This is an optimization exercise on Yosys and OpenROAD, whose aim is small area, a short achievable clock period and few clock cycles, not a production implementation.
No run shown here included a check of the RTL's function; only the layout flow was run.
Power and IR drop assume default switching activity.

## flow/design.v (module list and top-level ports; edited modules follow where they fit)
// module sixteen_lane_string_hash: 7988 lines
module sixteen_lane_string_hash (
  input  wire logic                         clk,
  input  wire logic                         rst,
  input  wire logic                         s_tvalid,
  output      logic                         s_tready,
  input  wire logic [slsh_pkg::S_DATA_W-1:0] s_tdata,    
  input  wire logic                         s_tuser,    
  input  wire logic                         s_tlast,    
  output      logic                         m_tvalid,
  input  wire logic                         m_tready,
  output      logic [slsh_pkg::M_DATA_W-1:0] m_tdata,    
  output      logic                         m_tlast     
);
  // ...
==> flow/flow/run.sh <==
#!/bin/bash
# Standard layout with two changes:
#  - between synthesis and floorplan, flow/polarity.py pushes inverters through
#    full-adder cells (a full adder is self-dual), removing most of the inverters
#    synthesis leaves between the adders of the carry-save trees; registers are
#    not touched;
#  - timing repair aims for the setup margin in flow/margin (ns) instead of the
#    default, so that the achieved period is pushed below the clock period.
# The constraints (constraint.sdc) are the standard flow's, unchanged.
set -euo pipefail
work=$(pwd)
res=$work/orfs/results/${FLOW_PLATFORM:-sky130hd}/sixteen_lane_string_hash/base
margin=$(cat flow/margin 2>/dev/null || echo 0)
bash standard.sh synth > "$work/synth.log" 2>&1
cp "$res/1_2_yosys.v" "$work/1_2_yosys.orig.v"
python3 flow/polarity.py "$work/1_2_yosys.orig.v" "$res/1_2_yosys.v" > "$work/polarity.log" 2>&1
bash standard.sh "SETUP_SLACK_MARGIN=$margin" finish > "$work/layout.log" 2>&1
test -f out/final.def
==> flow/flow/margin <==
11
==> flow/flow/polarity.py <==
#!/usr/bin/env python3
"""Pushes inverters through full-adder cells.

A full adder is self-dual: FA(~a, ~b, ~c) = (~sum, ~cout). Synthesis leaves many
inverters between full adders; this chooses, for each full adder, whether it
works on its signals' complements, so that as few nets as possible need an
inverted copy, then rewrites the netlist with one inverter per such net.
usage: polarity.py in.v out.v
"""
import re, sys, random

INV = 'sky130_fd_sc_hd__inv_1'
FA_TYPES = ('sky130_fd_sc_hd__fa_1', 'sky130_fd_sc_hd__fa_2', 'sky130_fd_sc_hd__fa_4')
OUT_PINS = {'X', 'Y', 'Q', 'Q_N', 'SUM', 'COUT', 'HI', 'LO'}
INV_TYPES = ('sky130_fd_sc_hd__inv_1', 'sky130_fd_sc_hd__inv_2', 'sky130_fd_sc_hd__inv_4',
             'sky130_fd_sc_hd__clkinv_1', 'sky130_fd_sc_hd__clkinv_2')

src = open(sys.argv[1]).read()
mstart = src.index('module ')
mend = src.rindex('endmodule')
body = src[mstart:mend]

cell_re = re.compile(r'^\s*(sky130_fd_sc_hd__\w+)\s+(\S+)\s*\((.*?)\);\s*$', re.S | re.M)
pin_re = re.compile(r'\.(\w+)\(\s*(.*?)\s*\)\s*(?:,|$)', re.S)

cells = []   # [type, name, [(pin, net)]]
spans = []
for m in cell_re.finditer(body):
    pins = pin_re.findall(m.group(3))
    cells.append([m.group(1), m.group(2), pins])
    spans.append((m.start(), m.end()))
if 'assign ' in body:
    sys.exit('netlist has assign statements')

ports = set()
for m in re.finditer(r'^\s*(input|output|inout)\s+(?:\[[^\]]*\]\s*)?(\S+)\s*;', body, re.M):
    ports.add(m.group(2))

def is_port_net(n):
    base = n.split('[')[0].strip()
    return base in ports or n in ports

driver = {}     # net -> (cell index, pin)
loads = {}      # net -> [(cell index, pin)]
for i, (t, name, pins) in enumerate(cells):
    for p, n in pins:
        if not n:
            continue
        if p in OUT_PINS:
            driver[n] = (i, p)
        else:
            loads.setdefault(n, []).append((i, p))

def is_inv(i):
    return cells[i][0] in INV_TYPES

def inv_in(i):
    return dict(cells[i][2])['A']

def root(n):
    par = 0
    seen = 0
    while n in driver and is_inv(driver[n][0]) and not is_port_net(n):
        n = inv_in(driver[n][0])
        par ^= 1
        seen += 1
        if seen > 1000:
            raise SystemExit('inverter loop')
    return n, par

fa = [i for i, c in enumerate(cells) if c[0] in FA_TYPES]
fa_set = set(fa)
# FAs that may not flip: an output is a port
fixed = set()
for i in fa:
    for p, n in cells[i][2]:
        if p in OUT_PINS and is_port_net(n):
            fixed.add(i)

# logical loads: every non-inverter load pin (and inverter loads driving ports), by root
# each load: (cell index or -1, pin, base net, parity)
ll = []
for i, (t, name, pins) in enumerate(cells):
    if is_inv(i):
        out = dict(pins)['Y']
        if is_port_net(out):
            b, par = root(dict(pins)['A'])
            ll.append((i, 'A', b, par))
        continue
    for p, n in pins:
        if p in OUT_PINS or not n:
            continue
        b, par = root(n)
        ll.append((i, p, b, par))
# output ports driven through inverters are loads of their own; port nets driven directly are fine.

p = {i: 0 for i in fa}
def drv_flip(b):
    d = driver.get(b)
    if d and d[0] in fa_set:
        return p[d[0]]
    return 0

by_base = {}
for k, (i, pin, b, par) in enumerate(ll):
    by_base.setdefault(b, []).append(k)
fa_loads = {i: [] for i in fa}   # load entries on FA inputs
for k, (i, pin, b, par) in enumerate(ll):
    if i in fa_set:
        fa_loads[i].append(k)
fa_outs = {i: [n for pp, n in cells[i][2] if pp in OUT_PINS and n] for i in fa}

def need(k):
    i, pin, b, par = ll[k]
    v = par ^ drv_flip(b)
    if i in fa_set:
        v ^= p[i]
    return v

def net_cost(b):
    return 1 if any(need(k) for k in by_base.get(b, [])) else 0

def cost_around(i):
    nets = set(ll[k][2] for k in fa_loads[i]) | set(fa_outs[i])
    return sum(net_cost(b) for b in nets), nets

total = sum(net_cost(b) for b in by_base)
before = sum(1 for c in cells if c[0] in INV_TYPES)
random.seed(1)
improved = True
rounds = 0
while improved and rounds < 50:
    improved = False
    rounds += 1
    order = fa[:]
    random.shuffle(order)
    for i in order:
        if i in fixed:
            continue
        c0, nets = cost_around(i)
        p[i] ^= 1
        c1 = sum(net_cost(b) for b in nets)
        if c1 < c0:
            improved = True
        elif c1 == c0 and random.random() < 0.3:
            pass
        else:
            p[i] ^= 1
# annealing from the greedy result, keeping the best assignment seen
import math
free = [i for i in fa if i not in fixed]
cur = sum(net_cost(b) for b in by_base)
best = cur
bestp = dict(p)
steps = 100 * len(free)
for step in range(steps):
    T = 0.6 * (1 - step / steps) + 0.01
    i = random.choice(free)
    c0, nets = cost_around(i)
    p[i] ^= 1
    c1 = sum(net_cost(b) for b in nets)
    dlt = c1 - c0
    if dlt <= 0 or random.random() < math.exp(-dlt / T):
        cur += dlt
        if cur < best:
            best = cur
            bestp = dict(p)
    else:
        p[i] ^= 1
p = bestp
after = sum(net_cost(b) for b in by_base)
sys.stderr.write('inverters before %d, inverted nets after %d (%d rounds)\n' % (before, after, rounds))

# rewrite: new pin connections for non-inverter cells; inverters rebuilt
newnet = {}   # base net -> inverted net name
newinv = []
cnt = 0
def inverted(b):
    global cnt
    if b not in newnet:
        cnt += 1
        nn = '_pol_n%d_' % cnt
        newnet[b] = nn
        newinv.append(('_pol_i%d_' % cnt, b, nn))
    return newnet[b]

conn = {}   # (cell index, pin) -> net
for k, (i, pin, b, par) in enumerate(ll):
    conn[(i, pin)] = inverted(b) if need(k) else b

out_cells = []
keep = [True] * len(cells)
for i, (t, name, pins) in enumerate(cells):
    if is_inv(i):
        outn = dict(pins)['Y']
        if not is_port_net(outn):
            keep[i] = False
            continue
    newpins = []
    for pp, n in pins:
        if pp in OUT_PINS or not n:
            newpins.append((pp, n))
        else:
            newpins.append((pp, conn.get((i, pp), n)))
    cells[i][2] = newpins

def esc(n):
    return n + ' ' if n.startswith('\\') else n

def fmt(t, name, pins):
    return '  %s %s (\n%s\n  );' % (t, esc(name), ',\n'.join('    .%s(%s)' % (pp, esc(n)) for pp, n in pins))

pieces = []
last = 0
for i, (a, e) in enumerate(spans):
    pieces.append(body[last:a])
    if keep[i]:
        pieces.append('\n' + fmt(*cells[i]))
    last = e
pieces.append(body[last:])
nb = ''.join(pieces)
decl = ''.join('  wire %s;\n' % nn for _, _, nn in newinv)
invs = ''.join('\n' + fmt(INV, name, [('A', b), ('Y', nn)]) for name, b, nn in newinv)
# put declarations after the port list
hdr_end = nb.index(');') + 2
nb = nb[:hdr_end] + '\n' + decl + nb[hdr_end:] + invs + '\n'
open(sys.argv[2], 'w').write(src[:mstart] + nb + src[mend:])
sys.stderr.write('wrote %d inverters\n' % len(newinv))
==> flow/standard.sh <==
#!/bin/bash
# synth_recipe.tcl (not shown) runs the flow's synth.tcl, then flattens the netlist and writes it again
# the make line also repeats each setting of config.mk as NAME=value (left out here)
make -C /OpenROAD-flow-scripts/flow DESIGN_CONFIG=/design/flow/config.mk WORK_HOME=/design/flow/orfs CLKGATE_MAP_FILE= SYNTH_SCRIPT=/design/flow/synth_recipe.tcl "${@:-finish}"
==> flow/config.mk <==
export PLATFORM = sky130hd
export DESIGN_NAME = sixteen_lane_string_hash
export DESIGN_NICKNAME = sixteen_lane_string_hash
export VERILOG_FILES = /design/flow/design.v
export SDC_FILE = /design/flow/constraint.sdc
export NUM_CORES = 4
export LEC_CHECK = 0
export CAP_MARGIN = 20
export CORE_MARGIN = 2
export CORE_UTILIZATION = 40
export SLEW_MARGIN = 20
==> flow/constraint.sdc <==
create_clock -name core_clock -period 17.0 [get_ports {clk}]
set_input_delay 3.4000 -clock core_clock [delete_from_list [all_inputs] [get_ports {clk}]]
set_output_delay 3.4000 -clock core_clock [all_outputs]
set_load 0.01 [all_outputs]
==> flow_summary.toml, run 1 <==
[placement]
place.gp.congestion = 1.026
dp_cells = 12290
pre_cts_slack_ns = 11.09

[timing]
final.setup.tns_ns = 0
worst_slew_pin_slew_ns = 1.264
period_minus_slack_ns = 5.971
slew_headroom = 0.1575
setup_violations = 0
rsz0062_at_grt = "true"

[cts]
cts.path.max_buffers = 3
ctsResizeCount = 7
htreeDepth = 3
cts-hold-fix-buffers = 0
cts_tree = "done"
clk_pin_slew_ns = 0.06

[power]
clk-power_mw = 2.42
p_leak_nw = 41.71
intPower_mw = 9.803
p_comb_mw = 14.9
netSwitchingPower_mw = 9.675
pwr-share-comb = 0.763
ir_worst_vdd_v = 0.0002594
top_power_group = "combinational logic"

[cells_and_area]
stdcell_area_mm2 = 0.1020
largest_class = "multi-input gates"
nets = 11960
seq_cells = 738
clock_buffers = 127

[critical_path]
crit_cells = 4
crit_start = "a_w[17]"
critical-path-max-stage-delay_ns = 0.62
crit_chain = "inv_1 > ha_1 > o21ai_1 > clkdlybuf4s50_1"
slowest_stage = "clkdlybuf4s50_1"

[min_path]
hp-class = "flop to flop"
hold_path_depth = 2
min_from = "sl_last[4]"

[routing]
num_vias = 73130
drt_first_iter_violations = 6517
met2_length_um = 152300

[global_routing]
met1_usage = 0.3700
track_usage = 0.2878
grt_max_degree = 65

[synth]
syn_inst = 9346

[outcome]
outcome = "no timing/DRC/antenna violations"
==> run 2: changes to the inputs <==
--- a/flow/design.v
+++ b/flow/design.v
@@ -105,37 +105,37 @@
   output      logic                         m_tvalid,
   input  wire logic                         m_tready,
   output      logic [slsh_pkg::M_DATA_W-1:0] m_tdata,    
   output      logic                         m_tlast     
 );
   localparam int L = slsh_pkg::LANES;
   localparam int W = slsh_pkg::LANE_W;
   logic                r_v, r_user, r_last;
-  logic [slsh_pkg::SYM_W-1:0] r_byte;
+  slsh_pkg::sym_code_t r_code;
   logic                k_v, k_user, k_last;
-  logic [slsh_pkg::SYM_W-1:0] k_byte;
-  slsh_pkg::sym_code_t r_code;    
+  slsh_pkg::sym_code_t k_code;
+  slsh_pkg::sym_code_t in_code;
   logic                in_fire;
   logic                go;        
   logic                take;      
   logic                space_ok;  
   slsh_pkg::sym_code_t [L-1:0] sl_code;
   logic [L-1:0]                sl_user;
   logic [L:0]                  sl_last;
   logic [L-1:0][W-1:0] lanes;
   logic [L-1:0][W-1:0] lanes_upd;
   logic                rst_q;   
   logic                a_v, b_v;
   logic [W-1:0]        a_w, b_w;
   slsh_pkg::lane_idx_t a_i, b_i;
   logic                push, pop;
   logic [W-1:0]        o_w;
   slsh_pkg::lane_idx_t o_i;
-  assign r_code   = slsh_pkg::code_of(r_byte);
+  assign in_code  = slsh_pkg::code_of(s_tdata);
   assign s_tready = !k_v;
   assign in_fire  = s_tvalid && !k_v;
   assign go       = !b_v;
   assign space_ok = !(|sl_last[L-2:0]);
   assign take     = go && r_v && !sl_last[0] && (!r_last || space_ok);
   always_ff @(posedge clk) begin
     rst_q <= rst;
   end
@@ -154,27 +154,27 @@
       end else if (in_fire) begin
         k_v <= 1'b1;
       end
     end
   end
   always_ff @(posedge clk) begin
     if (!r_v || take) begin
       if (k_v) begin
-        r_byte <= k_byte;
+        r_code <= k_code;
         r_user <= k_user;
         r_last <= k_last;
       end else begin
-        r_byte <= s_tdata;
+        r_code <= in_code;
         r_user <= s_tuser;
         r_last <= s_tlast;
       end
     end
     if (in_fire) begin
-      k_byte <= s_tdata;
+      k_code <= in_code;
       k_user <= s_tuser;
       k_last <= s_tlast;
     end
   end
   always_ff @(posedge clk) begin
     if (rst) begin
       sl_user <= '0;
       sl_last <= '0;
==> flow/run.sh (new file) <==
#!/bin/bash
# synth_recipe.tcl (not shown) runs the flow's synth.tcl, then flattens the netlist and writes it again
# the make line also repeats each setting of config.mk as NAME=value (left out here)
make -C /OpenROAD-flow-scripts/flow DESIGN_CONFIG=/design/flow/config.mk WORK_HOME=/design/flow/orfs CLKGATE_MAP_FILE= SYNTH_SCRIPT=/design/flow/synth_recipe.tcl finish
removed: flow/flow/run.sh
removed: flow/flow/margin
removed: flow/flow/polarity.py
removed: flow/standard.sh
==> flow_summary.toml, run 2 <==
[die]
num_io_pins = 121
initial_utilization = 0.4018
num_rows = 183
fp.dieH_um = 503.3
dieArea_mm2 = 0.2533
fp.dieW_um = 503.3
core_mm2 = 0.2482

[routing]
finalWirelength_um = 345400
met1Wirelength_um = 144200
drc_errors = 0
ant_nets = 0
drt_first_iter_violations = 7256
viasPerCell = 5.468
num_vias = 78920
met2_length_um = 150600
top_layer = "met5"
wire_per_inst_um = 23.93
dr_wl_met3_um = 30340
drt-pass1-iter-count = 6

[cells_and_area]
drive_above_1_share = 0.03767
final_common_cell = "inv_1"
top_regs = "lanes (512), sl_code (96)"
largest_reg_flops = 512
fill_cells = 24210
nets = 13550
area_growth_pct = 8.466
top_register = "lanes"
mostFrequentLayoutCells = "2667 x inv_1, 1552 x fa_1, 979 x ha_1, 946 x nand2_1, 816 x a21oi_1"

[global_routing]
grt_max_degree = 112
grt_pass1_wl_um = 519200
track_usage = 0.2745
antenna_found_initial = 23
first_global_vias = 80850
grt_overflow = 0

[cts]
clock-sinks = 734
htreeDepth = 3
cts_made_buffers = 101
cts_tree = "done"
cts-hold-fix-buffers = 0
clkLatencyLatePin_ns = 0.80
clk_pin_slew_ns = 0.06
ctsResizeCount = 0
root_buffer = "clkbuf_16"
cts.path.max_buffers = 3
post_cts_buffers = 0

[synth]
yosysMostFrequentCell = "inv_1"
ys_ff_latch = 734
synth.yosys.seq_area_share = 0.1658
synth_top_area_cell = "fa_1"
synth_warnings = 1
synth_common_cells = "2668 x inv_1, 1552 x fa_1, 979 x ha_1, 946 x nand2_1, 818 x a21oi_1"
syn_inst = 11000
synth_area_mm2 = 0.09973
postSynthAreaPerCell_um2 = 9.064
yosys.cell_types.count = 107
synth.area.top_cells = "fa_1 31%, ha_1 12%, dfxtp_1 11%, inv_1 10%, edfxtp_1 5.5%"
async_reset_ff_frac = 0
ys.flop_type = "dfxtp_1"
synth_edf_count = 184
synth.top_cell.area_share = 0.3115

[timing]
setup_violations = 0
finalHoldViolations = 0
worst_slew_pin_slew_ns = 1.271
hold-worst-slack_ns = 0.4225
slew_headroom = 0.1452
period_minus_slack_ns = 6.214
clock_skew_ns = 0.05354
slew_viol_final = 0
max_freq_ghz = 0.1609
final.period_utilization = 0.3655
rsz0062_at_grt = "false"
final.setup.tns_ns = 0

[placement]
hpwl_um = 281400
place.gp.congestion = 1.026
port-buffer-count = 108

[critical_path]
path_max_fanout = 5
slowest_stage = "clkdlybuf4s50_1"
cp.required_ns = 13.60
worst_r2r_path_depth = 19
worst_setup_path_start_kind = "flop"
crit_type = "flop to output pin"
critPathArrivalTime_ns = 2.81
critical-path-max-stage-delay_ns = 0.63
cp-end-kind = "output pin"
crit_chain = "o21ai_1 > a21oi_1 > inv_1 > clkdlybuf4s50_1"
r2r_slack_ns = 10.96

[min_path]
hp-class = "flop to flop"
hold_path_depth = 0

[job]
drv_cap = 0

[power]
p_leak_nw = 50.11
p_per_area_mw_per_mm2 = 162.0
ir_worst_vdd_v = 0.0003633

[outcome]
outcome = "no timing/DRC/antenna violations"
## run 2: where the power goes
part,switching [mW],internal [mW],total [mW]
clock,0.995,1.38,2.38
sequential,0.291,1.86,2.15
combinational,7.48,5.51,13.0
## run 2: cell type report
class | count | area (um^2) | share of cell area
Antenna cell | 5 | 12.51 | 0.0001157
Clock buffer | 129 | 2808 | 0.02596
Clock inverter | 62 | 810.8 | 0.007495
Inverter | 2669 | 10030 | 0.09268
Multi-Input combinational cell | 7316 | 72120 | 0.6667
Sequential cell | 734 | 16550 | 0.1530
Tap cell | 3330 | 4167 | 0.03852
Timing Repair Buffer | 187 | 1679 | 0.01552
## run 2: cell families after synthesis
kind of cell | Yosys count | synth area share
flip-flops | 734 | 0.1658
AND/OR/NAND/NOR | 2005 | 0.09234
buffers and inverters | 2964 | 0.1123
AO/OA/AOI/OAI | 2223 | 0.1458
other | 1 | 0.00003760
XOR/XNOR | 476 | 0.04180
multiplexers | 68 | 0.007415
adder cells (fa/ha/maj) | 2532 | 0.4345
## run 2: final timing paths
kind	startpoint	to
setup reg to reg	lanes[198]	lanes[223]
hold reg to reg	r_code[5]	sl_code[5]
hold / removal	r_code[5]	sl_code[5]
setup / recovery	a_w[13]	m_tdata[64]
## run 2: stage by stage
step           cells  utilization  total power, mW  area (um^2)  worst slack [ns]
6_report       14430       0.4358            17.52       108200             10.79
3_5_place_dp   14240       0.4212            14.96       104500             10.96
3_3_place_gp   14230       0.4211            14.78       104500             10.94
2_1_floorplan  11010            -            12.14        99770             9.602
4_1_cts        14430       0.4357            17.47       108200             10.57
5_1_grt        14430       0.4358            19.23       108200             10.52
## run 2: worst max-delay path, delay by kind of cell (launching register included)
kind / cells / cell delay [ns]
buffers and inverters: 2 / 1.00
flip-flops: 1 / 0.45
AO/OA/AOI/OAI: 2 / 0.58
## run 2: routing by layer
metal  vias to the layer above  track usage
li1                      35430            -
met1                     39810       0.3649
met4                        22       0.1367
met2                      2976       0.4210
met5                         -            0
met3                       676      0.06100

[separate check: timing with driven ports]
The results above use ideal ports. As a check the final layouts listed here were re-extracted and re-timed, cells and wires unchanged.
Step 1, drivers: a clkbuf_16 drives clk and a buf_2 each remaining input, both assumed.
Step 2 adds t to the input delays and takes it off the output delays; t is the mean of the earliest and latest rising clock arrival at the registers after step 1. Input paths then give back, and output paths get back, about the clock's delay inside the block.
a / b / c = ideal / step 1 / step 2; a / b = the first two.
run	t (ns)	setup slack, ns	worst hold slack (ns)	worst setup path after step 2
run 1	0.888	11.029 / 10.926 / 11.162	0.471 / 0.471 / 0.471	register to register
run 2	0.879	10.786 / 10.684 / 10.912	0.422 / 0.422 / 0.422	input to register
After both steps setup and hold are still met in every run listed.
